This design comes from an exercise in tuning for small area, a short achievable clock period and few clock cycles per item on the open sky130 flow, not from production work.

v6:
Design rms_sound_level_meter, start of the top module:
module rms_sound_level_meter #(
   parameter int MAX_BLOCK = 1024
) (
   input  logic                 clock,
   input  logic                 reset,
   input  logic                 req_valid,
   output logic                 req_stall,
   input  logic signed [31:0]   audio_word,
   input  logic                 block_end,
   output logic                 rsp_valid,
   input  logic                 rsp_stall,
   output logic signed [15:0]   level_db,
   output logic                 report_out,
   output logic                 silent,
   input  logic                 csr_we,
   input  logic [1:0]           csr_index,
   input  logic [14:0]          csr_wdata
);
==> flow/config.mk <==
export PLATFORM = sky130hd
export DESIGN_NAME = rms_sound_level_meter
export DESIGN_NICKNAME = rms_sound_level_meter
export VERILOG_FILES = /design/flow/design.v
export SDC_FILE = /design/flow/constraint.sdc
export NUM_CORES = 4
export LEC_CHECK = 0
export CAP_MARGIN = 20
export CORE_MARGIN = 2
export CORE_UTILIZATION = 40
export CTS_CLUSTER_DIAMETER = 100
export CTS_CLUSTER_SIZE = 25
export SLEW_MARGIN = 20
==> flow/constraint.sdc <==
create_clock -name core_clock -period 13.0 [get_ports {clock}]
set_input_delay 2.6000 -clock core_clock [delete_from_list [all_inputs] [get_ports {clock}]]
set_output_delay 2.6000 -clock core_clock [all_outputs]
set_load 0.01 [all_outputs]
standard.sh (not shown) runs the stock make flow with config.mk's settings and CLKGATE_MAP_FILE= SYNTH_SCRIPT=/design/flow/synth_recipe.tcl, a recipe that flattens the netlist after the stock synthesis.
==> flow/flow/run.sh <==
#!/bin/bash
# The standard layout (standard.sh: ORFS synthesis with the standard flow's script,
# then floorplan to finish) with these changes to how it is optimized:
#  - Yosys's synth skips its early ABC pass (SYNTH_ARGS=-noabc), so the
#    full adders written in the RTL are extracted as they are, without
#    inverters between them; registers are the same as in the standard
#    synthesis;
#  - ORFS's repair_timing keeps a larger setup margin (flow/margin.txt), so
#    it sizes and buffers the critical paths;
#  - the port buffers are a plain buffer cell instead of the delay cell the
#    resizer picks by default.
# All output goes to make_finish.log here; ORFS's own logs are in orfs/logs.
set -euo pipefail
MARGIN=$(cat flow/margin.txt)
bash standard.sh SYNTH_ARGS=-noabc SETUP_SLACK_MARGIN=$MARGIN \
  "BUFFER_PORTS_ARGS=-buffer_cell sky130_fd_sc_hd__buf_4" finish > make_finish.log 2>&1
==> flow/flow/margin.txt <==
9.0
## Diff of input files: v7 against v6
diff --git a/flow/design.v b/flow/design.v
--- a/flow/design.v
+++ b/flow/design.v
@@ -18,15 +18,13 @@
    input  logic [1:0]           csr_index,
    input  logic [14:0]          csr_wdata
 );
    localparam logic [14:0] THRESHOLD_RESET = 15'd256;
    localparam logic [14:0] OFFSET_RESET    = 15'd30720;
    localparam logic [41:0] KDB             = 42'd197283;     
-   localparam logic [41:0] KDB2            = 42'd394566;      
    localparam logic [41:0] KDB_NEG         = -42'd197283;
-   localparam logic [41:0] KDB2_NEG        = -42'd394566;
    localparam logic [5:0]  B_START         = 6'd39;   
    localparam logic [5:0]  B_LAST_E        = 6'd34;   
    localparam logic [5:0]  B_LOAD_N        = 6'd35;   
    localparam logic [5:0]  B_LAST_STEP     = 6'd2;    
    logic        st_q;
    logic [10:0] cnt_in_q;
@@ -1445,19 +1443,17 @@
    always_comb begin
       usum   = u1_q + u2_q + {45'd0, uc_q};
       q      = usum[45:14];               
       fbit   = q[31];
       m_next = fbit ? q[30:1] : q[29:0];
    end
-   logic        opk_q, op2k_q;           
-   logic        cm1_q, cm2_q;            
+   logic        op_add_q, op_sub_q;      
    logic [41:0] h_base, h_op;
    always_comb begin
-      h_base = h_first_q ? (cm2_q ? KDB2_NEG : (cm1_q ? KDB_NEG : 42'd0))
-                         : (h_dbl_q ? {p_q[40:0], 1'b0} : p_q);
-      h_op   = op2k_q ? KDB2 : (opk_q ? KDB : 42'd0);
+      h_base = h_first_q ? 42'd0 : (h_dbl_q ? {p_q[40:0], 1'b0} : p_q);
+      h_op   = op_add_q ? KDB : (op_sub_q ? KDB_NEG : 42'd0);
    end
    logic [18:0]        lv;
    logic signed [15:0] level_new;
    logic               f1_fire;
    assign f1_fire = (b_q == 6'd1) & ~rsp_valid_q;
    always_comb begin
@@ -1466,21 +1462,18 @@
          level_new = 16'sd0;
       else if (lv[18:15] == 4'b0000 || lv[18:15] == 4'b1111)
          level_new = lv[15:0];
       else
          level_new = {lv[18], {15{~lv[18]}}};
    end
-   logic [16:0] rd, ry;
-   logic [17:0] rz;
-   logic        rs, report;
+   logic [17:0] dpos, dneg;
+   logic        report;
    always_comb begin
-      rd     = {level_q[15], level_q} - {last_q[15], last_q};
-      rs     = rd[16];
-      ry     = rd ^ {17{rs}};
-      rz     = {1'b0, ry} + {3'b111, ~thr_q};
-      report = ~have_q | ~rz[17] | ((&rz[17:1]) & (rz[0] | rs));
+      dpos   = {{2{level_q[15]}}, level_q} - {{2{last_q[15]}}, last_q} - {3'd0, thr_q};
+      dneg   = {{2{last_q[15]}}, last_q} - {{2{level_q[15]}}, level_q} - {3'd0, thr_q};
+      report = ~have_q | ~dpos[17] | ~dneg[17];
    end
    logic [5:0] b_next;
    logic       pend_next, cap_next, capture;
    assign capture = cap_q;
    always_comb begin
       pend_next = e_t_q | (pend_q & ~capture);
@@ -1491,15 +1484,13 @@
       else if (f1_fire)
          b_next = 6'd0;
       else
          b_next = b_q;
       cap_next = pend_next & (b_next == 6'd0);
    end
-   logic h_e_next, h_s_next, h_n_next, ls5_next, ln5_next, first_next;
-   logic [1:0] edig;
-   logic opk_next, op2k_next;
+   logic h_e_next, h_s_next, h_n_next, ls5_next, ln5_next;
    always_comb begin
       h_e_next = (b_next >= B_LAST_E);
       h_s_next = (b_next < B_LAST_E) & (b_next >= B_LAST_STEP) & b_next[0];
       h_n_next = (b_next < B_LAST_E) & (b_next >= B_LAST_STEP) & ~b_next[0];
       if (capture) begin
          ls5_next = lzs[5];
@@ -1508,31 +1499,12 @@
          ls5_next = ls_q[4];
          ln5_next = ln_q[4];
       end else begin
          ls5_next = ls_q[5];
          ln5_next = ln_q[5];
       end
-      first_next = (b_next == B_START);
-      edig       = {1'b0, ln5_next} + {1'b0, ~ls5_next};
-      opk_next   = 1'b0;
-      op2k_next  = 1'b0;
-      if (first_next) begin
-         opk_next  = 1'b0;                        
-      end else if (h_e_next) begin
-         opk_next  = (edig == 2'd1);
-         op2k_next = (edig == 2'd2);
-      end else if (h_s_next) begin
-         opk_next  = fbit;
-      end else if (h_n_next) begin
-         if (b_next == B_LAST_STEP) begin
-            opk_next  = fbit;
-            op2k_next = ~fbit;
-         end else begin
-            opk_next  = ~fbit;
-         end
-      end
    end
    logic in_end, int_p, int_one, int_two, le_soon, st_a, st_b, st_d;
    always_comb begin
       int_p   = pend_q & ~capture;
       int_two = (e_s_q & e_t_q) | (e_s_q & int_p) | (e_t_q & int_p);
       int_one = e_s_q | e_t_q | int_p;
@@ -1567,20 +1539,18 @@
       if (f1_fire) begin
          level_q  <= level_new;
          silent_q <= sil_c_q;
       end
       if (f1_q)
          report_q <= report;
-      h_first_q <= first_next;
+      h_first_q <= (b_next == B_START);
       h_e_q     <= h_e_next;
       h_s_q     <= h_s_next;
       h_n_q     <= h_n_next;
-      opk_q     <= opk_next;
-      op2k_q    <= op2k_next;
-      cm1_q     <= first_next & (edig == 2'd1);
-      cm2_q     <= first_next & (edig == 2'd0);
+      op_add_q  <= h_e_next ? (ln5_next & ~ls5_next) : (h_s_next & fbit);
+      op_sub_q  <= h_e_next ? (ls5_next & ~ln5_next) : (h_n_next & fbit);
       h_dbl_q   <= (b_next >= B_LAST_E) | ((b_next >= B_LAST_STEP) & b_next[0]);
       ld_f_q    <= (b_next == B_START);
       ld_n_q    <= (b_next == B_LOAD_N);
       ld_r_q    <= (b_next < B_LOAD_N);
       r1_q      <= reset;
       zero_q    <= reset | r1_q | cap_next;
==> results.txt <==
Per the final summary, v7 finished and its layout is clean on timing, DRC and antenna. Every stage of the flow completed for v6, and the final layout passed the timing, DRC and antenna checks. As of v7, total number of tap cells had risen slightly compared to v6. Going from v6 to v7, finished layout cell area grew slightly. The core utilization on v6 is in line with that on v7. The lower layout-stage area growth over the synthesis result of v7 and v6 is in v6. Changes observed in v7 relative to v6: routed wire length went up, cell count shows an increase of about 1.5%. v7: number of unique standard cell types used by synthesis lower than v6. v6 has higher share of final-layout standard cells stronger than drive strength 1 than v7.
No run of this note included a check of the RTL's function; only the layout flow was run.

[afterwards: timing with drivers on the ports]
The flow's constraints put no driver on any port. The routed layouts listed below were extracted and timed again, unchanged, in two steps.
Step 1, drivers: a clkbuf_16 drives clock and a buf_2 each remaining input, both assumed.
Step 2 times the ports against the registers' clock, not the clock port: input delays grow and output delays shrink by t, the midpoint of the rising clock arrivals with the driver on.
Slacks: no drivers / after step 1 / after step 2; pairs: no drivers / after step 1.
run	t, ns	slack for setup (ns)	worst setup path at the end	slew at the worst register clock pin (ns)	cell pins on the clock port's net
v6	0.686	8.258 / 8.258 / 8.258	register to register	0.11 / 0.11	1
v7	0.724	8.736 / 8.736 / 8.635	input to register	0.11 / 0.11	1
After both steps setup and hold are still met in every run listed. For v7, which loses most, drivers alone change the setup slack by 0.000 ns; drivers and shift together by -0.101 ns.
